What follows belongs to an exercise in optimizing a design on an open flow for small area, a short achievable clock period and few clock cycles; a production flow would make more cautious choices. Only simulation tests tie the RTL to the original design; equivalence was not proved. Power is estimated from default activity; no workload was simulated.

Setup of job 8793:
Design callout_timer_wheel, start of the top module:
module callout_timer_wheel (
	input  logic        clk,
	input  logic        arst_n,
	input  logic        s_axis_tvalid,
	output logic        s_axis_tready,
	input  logic [23:0] s_axis_tdata,   
	input  logic [1:0]  s_axis_tuser,   
	output logic        m_axis_tvalid,
	input  logic        m_axis_tready,
	output logic [39:0] m_axis_tdata,   
	output logic [1:0]  m_axis_tuser,   
	output logic        m_axis_tlast
);
For scale: roughly 2800 cells after synthesis, roughly 75 I/O pins, ~0.026 mm² of cells after synthesis.
export LEC_CHECK = 0
export ABC_AREA = 1
export CAP_MARGIN = 20
export CORE_MARGIN = 2
export CORE_UTILIZATION = 40
export CTS_CLUSTER_DIAMETER = 100
export CTS_CLUSTER_SIZE = 24
export SETUP_SLACK_MARGIN = 2.4
export SLEW_MARGIN = 20
create_clock -name core_clock -period 5.0 [get_ports {clk}]
run.sh (not shown) runs the stock make flow with config.mk's settings and CLKGATE_MAP_FILE= SYNTH_SCRIPT=/design/flow/synth_recipe.tcl, a recipe that flattens the netlist after the stock synthesis.
Testbench counts of job 8793, summed over its fixed seeds: cycles 3,314.
For job 8946, these inputs were changed with respect to job 8793:
- SETUP_SLACK_MARGIN changed from 2.4 to 2.5
- CTS_CLUSTER_DIAMETER changed from 100 to 90
- CTS_CLUSTER_SIZE changed from 24 to 27
Findings:
Looking at area added between synthesis and finish, job 8946 sits 1.9 points above job 8793.
The number of antenna violations at the first check in global routing number comes out lower for job 8946 vs job 8793.
The origin of the worst setup path comes out fire_q[11] in one run and out_time_q[1] in the other, namely in job 8946 and job 8793 respectively.
Taking job 8793 as the reference, in job 8946 total CTS buffers down 2; final area up 500 µm²; total number of vias up 171; total power divided by cell area down 4.4 mW/mm².
Changes in job 4766 relative to job 8946:
- removing ABC_AREA (formerly 1)
- removing CTS_CLUSTER_SIZE (formerly 27)
- removing CTS_CLUSTER_DIAMETER (formerly 90)
Notes after the runs:
Register cell area after layout delta (job 4766 -> job 8946): insignificant
Compared with job 8946, job 4766 shows a final wirelength that is 8600 µm lower.
Summary of job 4766 over job 8946: number of diodes shrank by 1, core area now sits lower, number of buffers and inverters on the critical path rose 3, depth of the worst register-to-register path increased 3.

Starting RTL as in the previous note.
Settings: LEC_CHECK=0, ABC_AREA=1, CAP_MARGIN=20, CORE_MARGIN=2, CORE_UTILIZATION=40, SETUP_SLACK_MARGIN=2.6, SLEW_MARGIN=20; clock period 5.0 ns.
The starting point completed without violations.
Testbench counts at the start, summed over its fixed seeds: cycles 3,314.
Edit:
--- a/flow/config.mk
+++ b/flow/config.mk
@@ -10,4 +10,6 @@
 export CORE_MARGIN = 2
 export CORE_UTILIZATION = 40
-export SETUP_SLACK_MARGIN = 2.6
+export CTS_CLUSTER_DIAMETER = 100
+export CTS_CLUSTER_SIZE = 24
+export SETUP_SLACK_MARGIN = 2.5
 export SLEW_MARGIN = 20
Effect: The new run ran to the end with no violations; die area stays the same; worst setup slack is better by 0.015 ns; final area decreases by 6.8%; clock power decreases by 44%; power decreases by 21%; register-to-register slack is better by 0.02 ns; via count decreases by 2.8%; clock-buffer cell count decreases by 32; clock skew decreases by 0.0071 ns; synthesized area stays the same.
Edit:
--- a/flow/config.mk
+++ b/flow/config.mk
@@ -10,6 +10,4 @@
 export CORE_MARGIN = 2
 export CORE_UTILIZATION = 40
-export CTS_CLUSTER_DIAMETER = 100
-export CTS_CLUSTER_SIZE = 24
 export SETUP_SLACK_MARGIN = 2.5
 export SLEW_MARGIN = 20
Result: Sequential share of layout area goes down by 2.0 points; wire length is higher by 1.6%; design area is higher by 4.3%; total power is higher by 23%; clock power went up by 67%; clock-buffer cell count goes up by 34; die area stays the same; cell count goes up by 1.8%; global-route usage came out higher by 0.47 points; flip-flop and latch count does not change; non-clock buffer count went up by 20.
Edit:
--- a/flow/config.mk
+++ b/flow/config.mk
@@ -10,4 +10,6 @@
 export CORE_MARGIN = 2
 export CORE_UTILIZATION = 40
+export CTS_CLUSTER_DIAMETER = 80
+export CTS_CLUSTER_SIZE = 20
 export SETUP_SLACK_MARGIN = 2.5
 export SLEW_MARGIN = 20
What happened: The changed run completed without violations. Clock power is lower by a quarter to a third. Final area is lower by a few percent. Synthesized cell count stays the same. Maximum frequency hardly moves. Wire length is lower slightly.

==> separate check: timing with driven ports <==
The flow's constraints put no driver on any port. The routed layouts listed below were extracted and timed again, unchanged, in two steps.
Step 1, drivers: a clkbuf_16 drives clk and a buf_2 each remaining input, both assumed.
Step 2 also shifts input and output timing later by t, the mid clock arrival at the registers, as if the neighbouring blocks saw the same clock.
Slacks: ideal ports / drivers / drivers and shift; pairs: ideal ports / drivers.
run	shift t [ns]	slack for setup (ns)	latest minus earliest clock arrival (ns)
job 8793	0.671	2.455 / 2.389 / 1.951	0.018 / 0.018
job 8946	0.665	2.505 / 2.461 / 1.895	0.018 / 0.018
job 4766	0.682	2.260 / 2.260 / 1.979	0.047 / 0.047
the first run of note 2	0.695	2.478 / 2.478 / 2.095	0.035 / 0.034
the second run of note 2	0.675	2.493 / 2.464 / 1.900	0.028 / 0.029
the third run of note 2	0.683	2.476 / 2.465 / 1.951	0.038 / 0.038
the fourth run of note 2	0.697	2.483 / 2.467 / 1.815	0.044 / 0.045
After both steps every run listed still meets setup and hold. For the fourth run of note 2, which loses most, drivers alone change the setup slack by -0.016 ns; drivers and shift together by -0.668 ns.
